Source: an optimization exercise on an open RTL-to-GDS flow (aim: a short achievable clock period and few clock cycles). Production flows keep margins and buffers that such runs may drop.
RTL that was checked went through simulation tests only; none was proved equivalent to the original.
No driver is modelled on the clock port, so clocking that relies on it looks cheaper here than on a real chip.
Power figures rest on the tool's default switching activity, not on a simulated workload.

==> inputs of v30 <==
==> flow/design.v (excerpt) <==
module riscv_core #(
  parameter rv_pkg::word_t RESET_PC = 32'h0
) (
  input  logic  sys_clk,
  input  logic  reset_n,
  output rv_pkg::word_t imem_addr,
  input  rv_pkg::word_t imem_read_data,
  output logic  dmem_read_cmd_valid,
  output logic  dmem_write_cmd_valid,
  output rv_pkg::word_t dmem_addr,
  output rv_pkg::word_t dmem_write_data,
  input  rv_pkg::word_t dmem_read_data
);
clock: 7.6 ns
lec_check: 0
abc_clock_period_in_ps: 2500
cap_margin: 20
core_margin: 2
core_utilization: 40
setup_slack_margin: 4.5
slew_margin: 20
run.sh (not shown) runs the stock make flow with config.mk's settings and CLKGATE_MAP_FILE= SYNTH_SCRIPT=/design/flow/synth_recipe.tcl, a recipe that flattens the netlist after the stock synthesis.
==> v26: changes against v30 <==
--- a/flow/design.v
+++ b/flow/design.v
@@ -108,27 +108,25 @@
       alu_sel[rv_pkg::A_ADD] = 1'b1;   
     end
   end
 endmodule
 `timescale 1ns/1ps
 module execute_stage (
   input  rv_pkg::word_t e_a,        
-  input  rv_pkg::word_t e_an,       
   input  rv_pkg::word_t e_b,        
   input  rv_pkg::word_t m_res,      
   input  rv_pkg::word_t m_res_n,    
   input  logic          lg_fwd_a,   
   input  logic          lg_fwd_b,   
   input  logic          sh_fwd_a,   
   input  logic          sh_fwd_b,   
   input  logic          ad_fwd_a,   
+  input  logic          sub,        
   input  logic          k_add00,    
-  input  logic          k_sub00,    
   input  logic          k_add10,    
-  input  logic          k_sub10,    
   input  logic          k_add01,    
   input  logic          k_sub01,    
   input  logic          k_add11,    
   input  logic          k_lt00,     
   input  logic          k_lt10,     
   input  logic          k_lt01,     
   input  logic          k_ltu00,    
@@ -144,37 +142,36 @@
   input  logic          k_or,
   input  logic          k_and,
   input  logic          k_ld,       
   input  rv_pkg::word_t ld_data,
   output rv_pkg::word_t result,
   output rv_pkg::word_t addr        
 );
-  logic [32:0]   d00, d10, d01;
-  rv_pkg::word_t a00, a10, a01;
+  logic [32:0]   s00, s10, s01, d01;
+  rv_pkg::word_t s11;
   logic          ltu00, ltu10, ltu01;
   rv_pkg::word_t op_a, op_b, sh_a;
   rv_pkg::word_t sll, srl, sra;
   logic [3:0]    s_lo, s_mid;
   logic          s_hi, fill;
   rv_pkg::word_t l1, l2, r1, r2;
-  assign a00 = e_a + e_b;
-  assign a10 = m_res + e_b;
-  assign a01 = e_a + m_res;
-  assign d00 = {1'b0, e_an}    + {1'b0, e_b};
-  assign d10 = {1'b0, m_res_n} + {1'b0, e_b};
-  assign d01 = {1'b0, e_an}    + {1'b0, m_res};
-  assign ltu00 = d00[32];
-  assign ltu10 = d10[32];
-  assign ltu01 = d01[32];
+  assign s00 = {1'b0, e_a}   + {1'b0, e_b} + {32'b0, sub};
+  assign s10 = {1'b0, m_res} + {1'b0, e_b} + {32'b0, sub};
+  assign s01 = {1'b0, e_a}   + {1'b0, m_res};
+  assign d01 = {1'b0, e_a}   + {1'b0, m_res_n} + 33'd1;
+  assign s11 = sub ? 32'b0 : {m_res[30:0], 1'b0};
+  assign ltu00 = !s00[32];
+  assign ltu10 = !s10[32];
+  assign ltu01 = !d01[32];
   logic          c00, c10, c01, slt_now, slt_bit;
-  assign c00     = k_ltu00 || (k_lt00 && (e_a[31]   == e_b[31]));
-  assign c10     = k_ltu10 || (k_lt10 && (m_res[31] == e_b[31]));
+  assign c00     = k_ltu00 || (k_lt00 && (e_a[31]   != e_b[31]));
+  assign c10     = k_ltu10 || (k_lt10 && (m_res[31] != e_b[31]));
   assign c01     = k_ltu01 || (k_lt01 && (e_a[31]   == m_res[31]));
-  assign slt_now = (k_lt00 && (e_a[31]   != e_b[31])   && e_a[31]) ||
-                   (k_lt10 && (m_res[31] != e_b[31])   && m_res[31]) ||
+  assign slt_now = (k_lt00 && (e_a[31]   == e_b[31])   && e_a[31]) ||
+                   (k_lt10 && (m_res[31] == e_b[31])   && m_res[31]) ||
                    (k_lt01 && (e_a[31]   != m_res[31]) && e_a[31]);
   assign slt_bit = slt_now || (c00 && ltu00) || (c10 && ltu10) || (c01 && ltu01);
   assign op_a = lg_fwd_a ? m_res : e_a;
   assign op_b = lg_fwd_b ? m_res : e_b;
   assign sh_a = sh_fwd_a ? m_res : e_a;
   assign s_lo  = sh_fwd_b ? (4'b0001 << m_res[1:0]) : sh_lo;
   assign s_mid = sh_fwd_b ? (4'b0001 << m_res[3:2]) : sh_mid;
@@ -197,29 +194,27 @@
     end
     for (int i = 0; i < 32; i++) begin
       sll[i] = s_hi ? ((i >= 16) && l2[(i + 16) % 32]) : l2[i];
       srl[i] = s_hi ? ((i + 16 < 32) ? r2[(i + 16) % 32] : fill) : r2[i];
     end
   end
   assign sra = srl;
-  assign result = ({32{k_add00}} & a00)
-                | ({32{k_sub00}} & ~d00[31:0])
-                | ({32{k_add10}} & a10)
-                | ({32{k_sub10}} & ~d10[31:0])
-                | ({32{k_add01}} & a01)
-                | ({32{k_sub01}} & ~d01[31:0])
-                | ({32{k_add11}} & {m_res[30:0], 1'b0})
+  assign result = ({32{k_add00}} & s00[31:0])
+                | ({32{k_add10}} & s10[31:0])
+                | ({32{k_add01}} & s01[31:0])
+                | ({32{k_sub01}} & d01[31:0])
+                | ({32{k_add11}} & s11)
                 | {31'b0, slt_bit}
                 | ({32{k_sll}}   & sll)
                 | ({32{k_srl || k_sra}} & srl)
                 | ({32{k_xor}}   & (op_a ^ op_b))
                 | ({32{k_or}}    & (op_a | op_b))
                 | ({32{k_and}}   & (op_a & op_b))
                 | ({32{k_ld}}    & ld_data);
-  assign addr = ad_fwd_a ? a10 : a00;
+  assign addr = ad_fwd_a ? s10[31:0] : s00[31:0];
 endmodule
 `timescale 1ns/1ps
 module memory_writeback (
   input  logic          wb_is_load,
   input  rv_pkg::word_t wb_alu,
   input  rv_pkg::word_t dmem_read_data,
   output rv_pkg::word_t wb_data
@@ -264,15 +259,15 @@
     .use_rs1   (f_use1),
     .use_rs2   (f_use2),
     .rd        (f_rd),
     .alu_sel   (f_alu_sel),
     .imm       (f_imm)
   );
   logic              d_valid, d_is_load, d_is_store, d_reg_write, d_use_imm, d_early;
-  logic              d_use1, d_use2;
+  logic              d_use1, d_use2, d_sub;
   logic              d_issued;   
   logic              f_super;    
   rv_pkg::reg_addr_t d_rs1_raw, d_rs2_raw;
   rv_pkg::reg_addr_t d_rs1, d_rs2, d_rd;
   logic [N-1:0]      d_alu_sel;
   rv_pkg::word_t     d_imm;
   always_ff @(posedge sys_clk) begin
@@ -306,30 +301,31 @@
       d_early     <= (f_is_load || f_is_store) && (f_rs1 == '0);
       d_issued    <= f_super;
       d_rs1       <= f_rs1;
       d_rs1_raw   <= f_instr[19:15];
       d_rs2_raw   <= f_instr[24:20];
       d_use1      <= f_use1;
       d_use2      <= f_use2;
+      d_sub       <= f_alu_sel[rv_pkg::A_SUB] || f_alu_sel[rv_pkg::A_SLT] || f_alu_sel[rv_pkg::A_SLTU];
       d_rs2       <= f_rs2;
       d_rd        <= f_rd;
       d_alu_sel   <= f_alu_sel;
-      d_imm       <= f_use_imm ? f_imm : '0;
+      d_imm       <= f_use_imm ? (f_imm ^ {32{f_alu_sel[rv_pkg::A_SLT] || f_alu_sel[rv_pkg::A_SLTU]}}) : '0;
     end
   end
   logic              e_valid, e_is_load, e_is_store, e_reg_write;
   logic              e_super;        
   logic              e_late_mem;     
   rv_pkg::reg_addr_t e_rd;
   logic              e_fwd_s;
   logic              e_lg_fwd_a, e_lg_fwd_b, e_sh_fwd_a, e_sh_fwd_b, e_ad_fwd_a;
-  logic              e_k_add00, e_k_sub00, e_k_add10, e_k_sub10, e_k_add01, e_k_sub01, e_k_add11;
+  logic              e_sub, e_k_add00, e_k_add10, e_k_add01, e_k_sub01, e_k_add11;
   logic              e_k_lt00, e_k_lt10, e_k_lt01, e_k_ltu00, e_k_ltu10, e_k_ltu01;
   logic              e_k_sll, e_k_srl, e_k_sra, e_k_xor, e_k_or, e_k_and;
-  rv_pkg::word_t     e_a, e_an, e_b, e_s;
+  rv_pkg::word_t     e_a, e_b, e_s;
   logic [3:0]        e_sh_lo, e_sh_mid;
   logic              e_sh_hi;
   logic              m_alu_write;    
   logic              m_load_write;   
   logic              m_early_write;  
   rv_pkg::reg_addr_t m_rd;
   rv_pkg::word_t     m_res;
@@ -424,71 +420,67 @@
       e_valid <= d_valid && !stall;
     end
     e_late_mem <= (d_is_load || d_is_store) && !early_now && !d_issued;
   end
   logic d_fwd_a, d_fwd_b, d_add;
   assign d_fwd_a = e_alu_write && (e_rd == d_rs1);
   assign d_fwd_b = e_alu_write && (e_rd == d_rs2) && !d_use_imm;
-  assign d_add   = d_alu_sel[rv_pkg::A_ADD] && !d_issued;
+  assign d_add   = (d_alu_sel[rv_pkg::A_ADD] && !d_issued) || d_alu_sel[rv_pkg::A_SUB];
   always_ff @(posedge sys_clk) begin
     e_is_load   <= d_is_load;
     e_is_store  <= d_is_store;
     e_reg_write <= d_reg_write;
     e_rd        <= d_rd;
     e_lg_fwd_a  <= d_fwd_a && (d_alu_sel[rv_pkg::A_XOR] || d_alu_sel[rv_pkg::A_OR] || d_alu_sel[rv_pkg::A_AND]);
     e_lg_fwd_b  <= d_fwd_b && (d_alu_sel[rv_pkg::A_XOR] || d_alu_sel[rv_pkg::A_OR] || d_alu_sel[rv_pkg::A_AND]);
     e_sh_fwd_a  <= d_fwd_a && (d_alu_sel[rv_pkg::A_SLL] || d_alu_sel[rv_pkg::A_SRL] || d_alu_sel[rv_pkg::A_SRA]);
     e_sh_fwd_b  <= d_fwd_b && (d_alu_sel[rv_pkg::A_SLL] || d_alu_sel[rv_pkg::A_SRL] || d_alu_sel[rv_pkg::A_SRA]);
     e_ad_fwd_a  <= d_fwd_a && (d_is_load || d_is_store);
     e_fwd_s     <= e_alu_write && (e_rd == d_rs2);
+    e_sub       <= d_sub;
     e_super     <= d_issued;
     e_k_add00   <= d_add && !d_fwd_a && !d_fwd_b;
-    e_k_sub00   <= d_alu_sel[rv_pkg::A_SUB] && !d_fwd_a && !d_fwd_b;
     e_k_add10   <= d_add &&  d_fwd_a && !d_fwd_b;
-    e_k_sub10   <= d_alu_sel[rv_pkg::A_SUB] &&  d_fwd_a && !d_fwd_b;
-    e_k_add01   <= d_add && !d_fwd_a &&  d_fwd_b;
-    e_k_sub01   <= d_alu_sel[rv_pkg::A_SUB] && !d_fwd_a &&  d_fwd_b;
-    e_k_add11   <= d_add &&  d_fwd_a &&  d_fwd_b;   
+    e_k_add01   <= d_alu_sel[rv_pkg::A_ADD] && !d_fwd_a && d_fwd_b;
+    e_k_sub01   <= d_alu_sel[rv_pkg::A_SUB] && !d_fwd_a && d_fwd_b;
+    e_k_add11   <= d_add &&  d_fwd_a &&  d_fwd_b;
     e_k_lt00    <= d_alu_sel[rv_pkg::A_SLT]  && !d_fwd_a && !d_fwd_b;
     e_k_lt10    <= d_alu_sel[rv_pkg::A_SLT]  &&  d_fwd_a && !d_fwd_b;
     e_k_lt01    <= d_alu_sel[rv_pkg::A_SLT]  && !d_fwd_a &&  d_fwd_b;
     e_k_ltu00   <= d_alu_sel[rv_pkg::A_SLTU] && !d_fwd_a && !d_fwd_b;
     e_k_ltu10   <= d_alu_sel[rv_pkg::A_SLTU] &&  d_fwd_a && !d_fwd_b;
     e_k_ltu01   <= d_alu_sel[rv_pkg::A_SLTU] && !d_fwd_a &&  d_fwd_b;
     e_k_sll     <= d_alu_sel[rv_pkg::A_SLL];
     e_k_srl     <= d_alu_sel[rv_pkg::A_SRL];
     e_k_sra     <= d_alu_sel[rv_pkg::A_SRA];
     e_k_xor     <= d_alu_sel[rv_pkg::A_XOR];
     e_k_or      <= d_alu_sel[rv_pkg::A_OR];
     e_k_and     <= d_alu_sel[rv_pkg::A_AND];
     e_a         <= d_v1;
-    e_an        <= ~d_v1;
-    e_b         <= d_imm | ({32{!d_use_imm}} & d_v2);
+    e_b         <= d_imm | ({32{!d_use_imm}} & (d_v2 ^ {32{d_sub}}));
     e_sh_lo     <= 4'b0001 << (d_use_imm ? d_imm[1:0] : d_v2[1:0]);
     e_sh_mid    <= 4'b0001 << (d_use_imm ? d_imm[3:2] : d_v2[3:2]);
     e_sh_hi     <= d_use_imm ? d_imm[4] : d_v2[4];
     e_s         <= d_v2;
   end
   rv_pkg::word_t alu_result, st_data, addr;
   assign st_data = e_fwd_s ? ~m_res_n : e_s;
   execute_stage i_execute_stage (
     .e_a     (e_a),
-    .e_an    (e_an),
     .e_b     (e_b),
     .m_res   (m_res),
     .m_res_n (m_res_n),
     .lg_fwd_a (e_lg_fwd_a),
     .lg_fwd_b (e_lg_fwd_b),
     .sh_fwd_a (e_sh_fwd_a),
     .sh_fwd_b (e_sh_fwd_b),
     .ad_fwd_a (e_ad_fwd_a),
+    .sub     (e_sub),
     .k_add00 (e_k_add00),
-    .k_sub00 (e_k_sub00),
     .k_add10 (e_k_add10),
-    .k_sub10 (e_k_sub10),
     .k_add01 (e_k_add01),
     .k_sub01 (e_k_sub01),
     .k_add11 (e_k_add11),
     .k_lt00  (e_k_lt00),
     .k_lt10  (e_k_lt10),
     .k_lt01  (e_k_lt01),
     .k_ltu00 (e_k_ltu00),
==> flow/flow/run.sh (new file) <==
#!/bin/bash
# The standard layout, with more timing repair: after the usual repair_timing call in CTS and in
# global routing, repair_timing runs again for setup (the same margin), then once more for hold.
# Everything else is the standard flow (standard.sh), including its synthesis.
set -euo pipefail
W=$(pwd)
bash standard.sh finish PRE_CTS_TCL="$W/flow/more_repair.tcl" \
  PRE_GLOBAL_ROUTE_TCL="$W/flow/more_repair.tcl" > "$W/orfs_make.log" 2>&1
==> flow/flow/more_repair.tcl (new file) <==
# Sourced by ORFS's cts.tcl and global_route.tcl before their timing repair. Replaces
# repair_timing_helper (scripts/util.tcl) with one that makes the same call and then repeats
# the setup repair, which often gets further from where the first call stopped.
proc repair_timing_helper { args } {
  set additional_args {}
  append_env_var additional_args SETUP_SLACK_MARGIN -setup_margin 1
  append_env_var additional_args HOLD_SLACK_MARGIN -hold_margin 1
  append_env_var additional_args SETUP_MOVE_SEQUENCE -sequence 1
  append_env_var additional_args TNS_END_PERCENT -repair_tns 1
  append_env_var additional_args SKIP_PIN_SWAP -skip_pin_swap 0
  append_env_var additional_args SKIP_GATE_CLONING -skip_gate_cloning 0
  append_env_var additional_args SKIP_BUFFER_REMOVAL -skip_buffer_removal 0
  append_env_var additional_args SKIP_LAST_GASP -skip_last_gasp 0
  append_env_var additional_args SKIP_VT_SWAP -skip_vt_swap 0
  append_env_var additional_args SKIP_CRIT_VT_SWAP -skip_crit_vt_swap 0
  append_env_var additional_args MATCH_CELL_FOOTPRINT -match_cell_footprint 0
  lappend additional_args {*}$args -verbose
  log_cmd repair_timing {*}$additional_args

  set setup_args {}
  append_env_var setup_args SETUP_SLACK_MARGIN -setup_margin 1
  append_env_var setup_args MATCH_CELL_FOOTPRINT -match_cell_footprint 0
  for {set i 0} {$i < 3} {incr i} {
    log_cmd repair_timing -setup {*}$setup_args -repair_tns 100 -verbose
  }
  set hold_args {}
  append_env_var hold_args HOLD_SLACK_MARGIN -hold_margin 1
  append_env_var hold_args MATCH_CELL_FOOTPRINT -match_cell_footprint 0
  log_cmd repair_timing -hold {*}$hold_args -verbose
}
==> flow/standard.sh (new file) <==
#!/bin/bash
# synth_recipe.tcl (not shown) runs the flow's synth.tcl, then flattens the netlist and writes it again
# the make line also repeats each setting of config.mk as NAME=value (left out here)
make -C /OpenROAD-flow-scripts/flow DESIGN_CONFIG=/design/flow/config.mk WORK_HOME=/design/flow/orfs CLKGATE_MAP_FILE= SYNTH_SCRIPT=/design/flow/synth_recipe.tcl "${@:-finish}"
removed: flow/run.sh
==> run summary <==
- Between v30 and v26, the lower synthesized area is in v26 (gap 4.6%, measured against v26).
- Of v30 and v26, v30 has the higher cell count (gap about 5%, measured against v26).
- In v26 the register-to-register slack is higher than in v30, by 0.15 ns.
- Between v26 and v30, the lower clock skew is in v26 (gap 0.00081 ns).
- Against v30, the total power of v26 is smaller by 5.4%.
- In global-route usage, v30 and v26 hardly differ.
- Against v26, the routed wire length of v30 is larger by 5.3%.
- In v30 the sequential power is larger than in v26, by about 2%.
- Against v26, the hold slack of v30 is worse by 0.0048 ns.
- Against v30, the clock-buffer cell count of v26 is higher by 5.
- Utilization: v26 is higher than v30 (0.34 points).
==> figures <==
item	v26	v30
Status	finished clean	finished clean
Horizontal die dimension	433 um	442 um
Antenna cell count	26	20
Number of well taps	2464	2511
Data arrival time of the worst path	4.34 ns	4.46 ns
Seq Cell Count	1547	1579
Layout-to-synthesis area ratio	1.224x	1.211x
Clkbuf count	213	208
Sequential cell power	9330 uW	9500 uW
Buf+Inv Stages, Crit Path	1	2
Sequential fraction of total cell area	46.9%	46.0%
Synth cell types	89	88
Final RePlAce weighted congestion	1.07	1.05
Comb group	1420 uW	1920 uW
Cell count after synthesis	6339	6819
Average vias per placed instance	7.24	7.17
Start point of the worst hold path	d_alu_sel[6]$_SDFFCE_PN0N_	d_alu_sel[8]$_SDFFCE_PN0N_
Die boundary height	433 um	442 um
WS Path Type	in -> reg	reg -> reg
Data required time of the worst path	8.33 ns	8.32 ns
Multi-input combinational area share	37.2%	38.4%
Maximum single-stage delay on the critical path	0.70 ns	0.39 ns
Overall die area	187000 um2	196000 um2
Testbench counts of v26, summed over its fixed seeds: cycles 12,194.
No functional check of the RTL was part of v30.

==> port drivers added, routing unchanged <==
In the flow no input, the clock included, has a driving cell. The finished layouts below were timed again as built, in two steps. Step 1: set_driving_cell puts a clkbuf_16 on sys_clk and a buf_2 on each other input, an assumption about the parent block. Step 2 moves the port delays by t, midway between the first and last clock arrival at a register: inputs arrive t later, outputs are due t later. That takes back most of the time a late clock gives input paths. a / b / c = no drivers / after step 1 / after step 2; a / b = the first two.
run	t (ns)	setup WS [ns]	worst hold slack (ns)
v30	0.928	3.865 / 3.865 / 3.345	0.365 / 0.365 / 0.365
v26	0.917	3.996 / 4.023 / 3.136	0.370 / 0.370 / 0.370
After both steps every run listed still meets setup and hold. For v26, which loses most, drivers alone change the setup slack by +0.027 ns; drivers and shift together by -0.860 ns.
